Context: an optimization exercise on an open-source flow, tuned for small area and a short achievable clock period. The choices shown serve that exercise and are no tape-out recipe.
The RTL was checked by simulation tests, not by an equivalence proof against the original design.
Power and IR drop assume default switching activity.

==> 03-08 <==
==> flow/design.v <==
`timescale 1ns/1ps
package rv_pkg;
    localparam int XLEN     = 32;
    localparam int NUM_REGS = 32;
    localparam logic [6:0] OPC_LUI    = 7'b0110111;
    localparam logic [6:0] OPC_OP_IMM = 7'b0010011;
    localparam logic [6:0] OPC_OP     = 7'b0110011;
    localparam logic [6:0] OPC_STORE  = 7'b0100011;
endpackage
`timescale 1ns/1ps
module gpr_file (
    input  logic        clk,
    input  logic [4:0]  i_rs1_addr,
    input  logic [4:0]  i_rs2_addr,
    output logic [31:0] o_rs1_data,
    output logic [31:0] o_rs2_data,
    input  logic        i_wr_en,
    input  logic [4:0]  i_wr_addr,
    input  logic [31:0] i_wr_data
);
    logic [31:0] regs [1:31];
    always_ff @(posedge clk) begin
        for (int i = 1; i < 32; i++) begin
            if (i_wr_en && i_wr_addr == 5'(i)) regs[i] <= i_wr_data;
        end
    end
    logic [31:1] sel1, sel2;
    always_comb begin
        for (int i = 1; i < 32; i++) begin
            sel1[i] = (i_rs1_addr == 5'(i));
            sel2[i] = (i_rs2_addr == 5'(i));
        end
        o_rs1_data = 32'd0;
        o_rs2_data = 32'd0;
        for (int i = 1; i < 32; i++) begin
            o_rs1_data = o_rs1_data | ({32{sel1[i]}} & regs[i]);
            o_rs2_data = o_rs2_data | ({32{sel2[i]}} & regs[i]);
        end
    end
endmodule
`timescale 1ns/1ps
`timescale 1ns/1ps
`timescale 1ns/1ps
`timescale 1ns/1ps
module rv_core (
    input  logic        clk,
    input  logic        rst_n,
    input  logic [31:0] i_insn,
    output logic [31:0] o_pc,
    input  logic        i_fetch_halt,
    output logic        o_dmem_wr_en,
    output logic [31:0] o_dmem_addr,
    output logic [31:0] o_dmem_wr_data
);
    logic        stall;
    assign stall = i_fetch_halt;
    logic [29:0] pc_q;
    logic        f_valid;
    logic [31:0] insn_q;
    always_ff @(posedge clk) begin
        if (!rst_n) begin
            pc_q    <= 30'd0;
            f_valid <= 1'b0;
        end else if (!stall) begin
            pc_q    <= pc_q + 30'd1;
            f_valid <= 1'b1;
        end
    end
    always_ff @(posedge clk) begin
        if (!stall) insn_q <= i_insn;
    end
    assign o_pc = {pc_q, 2'b00};
    logic [6:0]  opcode;
    logic [2:0]  funct3;
    logic [6:0]  funct7;
    logic [4:0]  rs1;
    logic [4:0]  rs2;
    logic [4:0]  rd;
    logic        is_lui, is_opi, is_op, is_sw, alu_ok;
    logic        d_wr, d_st, d_neg, d_arith;
    logic [31:0] imm;
    logic [31:0] rf1, rf2, rs2v;
    logic        x_wr;
    logic [4:0]  x_rd;
    logic [31:0] alu_res;
    assign opcode = insn_q[6:0];
    assign funct3 = insn_q[14:12];
    assign funct7 = insn_q[31:25];
    assign rs1    = insn_q[19:15];
    assign rs2    = insn_q[24:20];
    assign rd     = insn_q[11:7];
    assign is_lui = (opcode == rv_pkg::OPC_LUI);
    assign is_opi = (opcode == rv_pkg::OPC_OP_IMM);
    assign is_op  = (opcode == rv_pkg::OPC_OP);
    assign is_sw  = (opcode == rv_pkg::OPC_STORE) && (funct3 == 3'b010);
    always_comb begin
        if (is_op) begin
            alu_ok = (funct7 == 7'b0) ||
                     (funct7 == 7'b0100000 && (funct3 == 3'b000 || funct3 == 3'b101));
        end else if (funct3 == 3'b001) begin
            alu_ok = (funct7 == 7'b0);
        end else if (funct3 == 3'b101) begin
            alu_ok = (funct7 == 7'b0) || (funct7 == 7'b0100000);
        end else begin
            alu_ok = 1'b1;
        end
    end
    assign d_wr    = f_valid && (rd != 5'd0) && (is_lui || ((is_opi || is_op) && alu_ok));
    assign d_st    = f_valid && is_sw;
    assign d_neg   = (is_opi || is_op) &&
                     (funct3 == 3'b010 || funct3 == 3'b011 || (is_op && funct3 == 3'b000 && funct7[5]));
    assign d_arith = funct7[5];
    always_comb begin
        if (is_lui)      imm = {insn_q[31:12], 12'b0};
        else if (is_opi) imm = {{20{insn_q[31]}}, insn_q[31:20]};
        else             imm = {{20{insn_q[31]}}, insn_q[31:25], insn_q[11:7]};
    end
    gpr_file u_gpr_file (
        .clk        (clk),
        .i_rs1_addr (rs1),
        .i_rs2_addr (rs2),
        .o_rs1_data (rf1),
        .o_rs2_data (rf2),
        .i_wr_en    (x_wr),
        .i_wr_addr  (x_rd),
        .i_wr_data  (alu_res)
    );
    assign rs2v = (x_wr && x_rd == rs2) ? alu_res : rf2;
    logic        d_s_add, d_s_lt, d_s_shr, d_s_shl, d_s_xor, d_s_or, d_s_and, d_u;
    logic [31:0] a_next, b_next;
    assign d_s_add = !(is_opi || is_op) || (funct3 == 3'b000);
    assign d_s_shl = (is_opi || is_op) && (funct3 == 3'b001);
    assign d_s_lt  = (is_opi || is_op) && (funct3 == 3'b010 || funct3 == 3'b011);
    assign d_u     = (funct3 == 3'b011);
    assign d_s_xor = (is_opi || is_op) && (funct3 == 3'b100);
    assign d_s_shr = (is_opi || is_op) && (funct3 == 3'b101);
    assign d_s_or  = (is_opi || is_op) && (funct3 == 3'b110);
    assign d_s_and = (is_opi || is_op) && (funct3 == 3'b111);
    always_comb begin
        if (is_lui)                    a_next = 32'd0;
        else if (x_wr && x_rd == rs1)  a_next = alu_res;
        else                           a_next = rf1;
        if (is_op && x_wr && x_rd == rs2) b_next = alu_res ^ {32{d_neg}};
        else                              b_next = (is_op ? rf2 : imm) ^ {32{d_neg}};
    end
    logic        x_st, x_neg, x_arith, x_u;
    logic        x_s_add, x_s_lt, x_s_shr, x_s_shl, x_s_xor, x_s_or, x_s_and;
    logic [31:0] x_a, x_b, x_sd;
    always_ff @(posedge clk) begin
        if (!rst_n) begin
            x_wr <= 1'b0;
            x_st <= 1'b0;
        end else if (!stall) begin
            x_wr <= d_wr;
            x_st <= d_st;
        end
    end
    always_ff @(posedge clk) begin
        if (!stall) begin
            x_rd    <= rd;
            x_neg   <= d_neg;
            x_arith <= d_arith;
            x_u     <= d_u;
            x_s_add <= d_s_add;
            x_s_lt  <= d_s_lt;
            x_s_shr <= d_s_shr;
            x_s_shl <= d_s_shl;
            x_s_xor <= d_s_xor;
            x_s_or  <= d_s_or;
            x_s_and <= d_s_and;
            x_a     <= a_next;
            x_b     <= b_next;
            x_sd    <= rs2v;
        end
    end
    logic [33:0] sum34;
    logic [31:0] sum, shr, shl;
    logic        ea, eb, lt;
    assign ea    = x_u ? 1'b0 : x_a[31];
    assign eb    = x_u ? 1'b1 : x_b[31];
    assign sum34 = {ea, x_a, 1'b1} + {eb, x_b, x_neg};
    assign sum   = sum34[32:1];
    assign lt    = sum34[33];
    assign shr   = 32'($signed({x_arith && x_a[31], x_a}) >>> x_b[4:0]);
    assign shl   = x_a << x_b[4:0];
    assign alu_res = ({32{x_s_add}} & sum)
                   | ({32{x_s_shr}} & shr)
                   | ({32{x_s_shl}} & shl)
                   | {31'd0, x_s_lt & lt}
                   | ({32{x_s_xor}} & (x_a ^ x_b))
                   | ({32{x_s_or}}  & (x_a | x_b))
                   | ({32{x_s_and}} & (x_a & x_b));
    logic        m_st;
    logic [31:0] m_addr, m_sd;
    always_ff @(posedge clk) begin
        if (!rst_n)      m_st <= 1'b0;
        else if (!stall) m_st <= x_st;
    end
    always_ff @(posedge clk) begin
        if (!stall) begin
            m_addr <= sum;
            m_sd   <= x_sd;
        end
    end
    assign o_dmem_wr_en   = m_st && !stall;
    assign o_dmem_addr    = m_addr;
    assign o_dmem_wr_data = m_sd;
endmodule
==> flow/run.sh <==
#!/bin/bash
# synth_recipe.tcl (not shown) runs the flow's synth.tcl, then flattens the netlist and writes it again
# the make line also repeats each setting of config.mk as NAME=value (left out here)
make -C /OpenROAD-flow-scripts/flow DESIGN_CONFIG=/design/flow/config.mk WORK_HOME=/design/flow/orfs CLKGATE_MAP_FILE= SYNTH_SCRIPT=/design/flow/synth_recipe.tcl finish
==> flow/config.mk <==
export PLATFORM = sky130hd
export DESIGN_NAME = rv_core
export DESIGN_NICKNAME = rv_core
export VERILOG_FILES = /design/flow/design.v
export SDC_FILE = /design/flow/constraint.sdc
export NUM_CORES = 4
export LEC_CHECK = 0
export CAP_MARGIN = 20
export CORE_MARGIN = 2
export CORE_UTILIZATION = 50
export SETUP_SLACK_MARGIN = 2.4
export SLEW_MARGIN = 20
==> flow/constraint.sdc <==
create_clock -name core_clock -period 6.0 [get_ports {clk}]
set_input_delay 1.2000 -clock core_clock [delete_from_list [all_inputs] [get_ports {clk}]]
set_output_delay 1.2000 -clock core_clock [all_outputs]
set_load 0.01 [all_outputs]
==> 01-05: changes against 03-08 <==
==> flow/design.v, changed modules only <==
module gpr_file (
    input  logic        clk,
    input  logic [4:0]  i_rs1_addr,
    input  logic [4:0]  i_rs2_addr,
    output logic [31:0] o_rs1_data,
    output logic [31:0] o_rs2_data,
    input  logic        i_wr_en,
    input  logic [4:0]  i_wr_addr,
    input  logic [31:0] i_wr_data
);
    logic [31:0] regs [1:31];
    always_ff @(posedge clk) begin
        for (int i = 1; i < 32; i++) begin
            if (i_wr_en && i_wr_addr == 5'(i)) regs[i] <= i_wr_data;
        end
    end
    always_comb begin
        o_rs1_data = 32'd0;
        o_rs2_data = 32'd0;
        for (int i = 1; i < 32; i++) begin
            if (i_rs1_addr == 5'(i)) o_rs1_data = regs[i];
            if (i_rs2_addr == 5'(i)) o_rs2_data = regs[i];
        end
    end
endmodule
module rv_core (
    input  logic        clk,
    input  logic        rst_n,
    input  logic [31:0] i_insn,
    output logic [31:0] o_pc,
    input  logic        i_fetch_halt,
    output logic        o_dmem_wr_en,
    output logic [31:0] o_dmem_addr,
    output logic [31:0] o_dmem_wr_data
);
    logic        stall;
    assign stall = i_fetch_halt;
    function automatic logic [31:0] rev32(input logic [31:0] v);
        for (int i = 0; i < 32; i++) rev32[i] = v[31-i];
    endfunction
    logic [29:0] pc_q;
    logic        f_valid;
    logic [31:0] insn_q;
    always_ff @(posedge clk) begin
        if (!rst_n) begin
            pc_q    <= 30'd0;
            f_valid <= 1'b0;
        end else if (!stall) begin
            pc_q    <= pc_q + 30'd1;
            f_valid <= 1'b1;
        end
    end
    always_ff @(posedge clk) begin
        if (!stall) insn_q <= i_insn;
    end
    assign o_pc = {pc_q, 2'b00};
    logic [6:0]  opcode;
    logic [2:0]  funct3;
    logic [6:0]  funct7;
    logic [4:0]  rs1;
    logic [4:0]  rs2;
    logic [4:0]  rd;
    logic        is_lui, is_opi, is_op, is_sw, alu_ok;
    logic        d_wr, d_st, d_neg, d_sll, d_arith;
    logic [2:0]  d_f3;
    logic [31:0] imm;
    logic [31:0] rf1, rf2, rs1v, rs2v, bval;
    logic        x_wr;
    logic [4:0]  x_rd;
    logic [31:0] alu_res;
    assign opcode = insn_q[6:0];
    assign funct3 = insn_q[14:12];
    assign funct7 = insn_q[31:25];
    assign rs1    = insn_q[19:15];
    assign rs2    = insn_q[24:20];
    assign rd     = insn_q[11:7];
    assign is_lui = (opcode == rv_pkg::OPC_LUI);
    assign is_opi = (opcode == rv_pkg::OPC_OP_IMM);
    assign is_op  = (opcode == rv_pkg::OPC_OP);
    assign is_sw  = (opcode == rv_pkg::OPC_STORE) && (funct3 == 3'b010);
    always_comb begin
        if (is_op) begin
            alu_ok = (funct7 == 7'b0) ||
                     (funct7 == 7'b0100000 && (funct3 == 3'b000 || funct3 == 3'b101));
        end else if (funct3 == 3'b001) begin
            alu_ok = (funct7 == 7'b0);
        end else if (funct3 == 3'b101) begin
            alu_ok = (funct7 == 7'b0) || (funct7 == 7'b0100000);
        end else begin
            alu_ok = 1'b1;
        end
    end
    assign d_wr    = f_valid && (rd != 5'd0) && (is_lui || ((is_opi || is_op) && alu_ok));
    assign d_st    = f_valid && is_sw;
    assign d_f3    = (is_opi || is_op) ? funct3 : 3'b000;
    assign d_neg   = (is_opi || is_op) &&
                     (funct3 == 3'b010 || funct3 == 3'b011 || (is_op && funct3 == 3'b000 && funct7[5]));
    assign d_sll   = (is_opi || is_op) && (funct3 == 3'b001);
    assign d_arith = funct7[5];
    always_comb begin
        if (is_lui)      imm = {insn_q[31:12], 12'b0};
        else if (is_opi) imm = {{20{insn_q[31]}}, insn_q[31:20]};
        else             imm = {{20{insn_q[31]}}, insn_q[31:25], insn_q[11:7]};
    end
    gpr_file u_gpr_file (
        .clk        (clk),
        .i_rs1_addr (rs1),
        .i_rs2_addr (rs2),
        .o_rs1_data (rf1),
        .o_rs2_data (rf2),
        .i_wr_en    (x_wr),
        .i_wr_addr  (x_rd),
        .i_wr_data  (alu_res)
    );
    assign rs1v = (x_wr && x_rd == rs1) ? alu_res : rf1;
    assign rs2v = (x_wr && x_rd == rs2) ? alu_res : rf2;
    assign bval = is_op ? rs2v : imm;
    logic        x_st, x_neg, x_arith;
    logic [2:0]  x_f3;
    logic [31:0] x_a, x_b, x_sd;
    always_ff @(posedge clk) begin
        if (!rst_n) begin
            x_wr <= 1'b0;
            x_st <= 1'b0;
        end else if (!stall) begin
            x_wr <= d_wr;
            x_st <= d_st;
        end
    end
    always_ff @(posedge clk) begin
        if (!stall) begin
            x_rd    <= rd;
            x_f3    <= d_f3;
            x_neg   <= d_neg;
            x_arith <= d_arith;
            x_a     <= is_lui ? 32'd0 : (d_sll ? rev32(rs1v) : rs1v);
            x_b     <= d_neg ? ~bval : bval;
            x_sd    <= rs2v;
        end
    end
    logic [32:0] sum33;
    logic [31:0] shr;
    logic        ea, eb;
    assign ea    = (x_f3 == 3'b011) ? 1'b0 : x_a[31];
    assign eb    = (x_f3 == 3'b011) ? 1'b1 : x_b[31];
    assign sum33 = {ea, x_a} + {eb, x_b} + {32'd0, x_neg};
    assign shr   = 32'($signed({x_arith && x_a[31], x_a}) >>> x_b[4:0]);
    always_comb begin
        case (x_f3)
            3'b000:  alu_res = sum33[31:0];
            3'b001:  alu_res = rev32(shr);
            3'b010,
            3'b011:  alu_res = {31'd0, sum33[32]};
            3'b100:  alu_res = x_a ^ x_b;
            3'b101:  alu_res = shr;
            3'b110:  alu_res = x_a | x_b;
            default: alu_res = x_a & x_b;
        endcase
    end
    assign o_dmem_wr_en   = x_st && !stall;
    assign o_dmem_addr    = sum33[31:0];
    assign o_dmem_wr_data = x_sd;
endmodule
--- a/flow/config.mk
+++ b/flow/config.mk
@@ -9,4 +9,4 @@
 export CORE_MARGIN = 2
-export CORE_UTILIZATION = 50
-export SETUP_SLACK_MARGIN = 2.4
+export CORE_UTILIZATION = 40
+export SETUP_SLACK_MARGIN = 0.2
 export SLEW_MARGIN = 20
==> 07-20: changes against 03-08 <==
--- a/flow/design.v
+++ b/flow/design.v
@@ -142,4 +142,4 @@
         else                           a_next = rf1;
-        if (is_op && x_wr && x_rd == rs2) b_next = alu_res ^ {32{d_neg}};
-        else                              b_next = (is_op ? rf2 : imm) ^ {32{d_neg}};
+        if (is_op && x_wr && x_rd == rs2) b_next = alu_res;
+        else                              b_next = is_op ? rf2 : imm;
     end
@@ -176,7 +176,8 @@
     logic [33:0] sum34;
-    logic [31:0] sum, shr, shl;
+    logic [31:0] sum, shr, shl, bn;
     logic        ea, eb, lt;
+    assign bn    = x_b ^ {32{x_neg}};
     assign ea    = x_u ? 1'b0 : x_a[31];
-    assign eb    = x_u ? 1'b1 : x_b[31];
-    assign sum34 = {ea, x_a, 1'b1} + {eb, x_b, x_neg};
+    assign eb    = x_u ? 1'b1 : bn[31];
+    assign sum34 = {ea, x_a, 1'b1} + {eb, bn, x_neg};
     assign sum   = sum34[32:1];
--- a/flow/config.mk
+++ b/flow/config.mk
@@ -9,4 +9,4 @@
 export CORE_MARGIN = 2
-export CORE_UTILIZATION = 50
-export SETUP_SLACK_MARGIN = 2.4
+export CORE_UTILIZATION = 45
+export SETUP_SLACK_MARGIN = 2.3
 export SLEW_MARGIN = 20
==> summary.txt <==
	07-20	03-08	01-05
Outcome	finished clean	finished clean	finished clean
CTS buffer count	133	132	132
Leakage power figure	0.0235 uW	0.0247 uW	0.0235 uW
Peak VDD IR	0.000214 V	0.000299 V	0.000283 V
Clock transition at the registers of the reported paths	0.06 ns	0.07 ns	0.06 ns
Number of distinct library cells after synthesis	78	84	98
Share of layout cells above drive strength 1	20.4%	23.7%	15.6%
Area of the multi-input gates	0.0218 mm^2	0.0222 mm^2	0.0232 mm^2
Arrival time reported for the critical path endpoint	4.48 ns	4.29 ns	6.47 ns
Storage element area	0.0367 mm^2	0.0367 mm^2	0.0346 mm^2
Proportion of cell area spent on the clock network	6.33%	6.00%	6.05%
Antenna violations before repair	26	23	31
Multi-input combinational gate total	2702	2772	3437
Slew of the pin with the lowest slew margin	1.29 ns	1.26 ns	1.26 ns
Non-clock inverters	121	98	120
Power of the clock network	8620 uW	8390 uW	8140 uW
Placed cell area	0.0627 mm^2	0.0626 mm^2	0.0651 mm^2
Area fraction of the dominant cell type after synthesis	62.0%	62.2%	57.4%
Pin count of the biggest net entering global routing	131	69	143
Final worst path period share	65.9%	63.5%	99.1%
Adder-cell share of the synthesized area	2.11%	1.46%	1.44%

[afterwards: timing with drivers on the ports]
No port has a modelled driver above. Below, the same layouts with a new extraction and two added sets of constraints.
Step 1, drivers: a clkbuf_16 drives clk and a buf_2 each remaining input, both assumed.
Step 2 also shifts input and output timing later by t, the mid clock arrival at the registers, as if the neighbouring blocks saw the same clock.
Slacks: ideal ports / drivers / drivers and shift; pairs: ideal ports / drivers.
run	shift t [ns]	setup slack, ns	worst slew at a driven data input, ns	pins driven straight from the clock port
03-08	0.857	2.191 / 2.191 / 2.073	0.10	1
01-05	0.885	0.056 / 0.056 / 0.056	0.08	1
07-20	0.866	2.044 / 2.044 / 2.044	0.07	1
After both steps every run listed still meets setup and hold. For 03-08, which loses most, drivers alone change the setup slack by 0.000 ns; drivers and shift together by -0.118 ns.
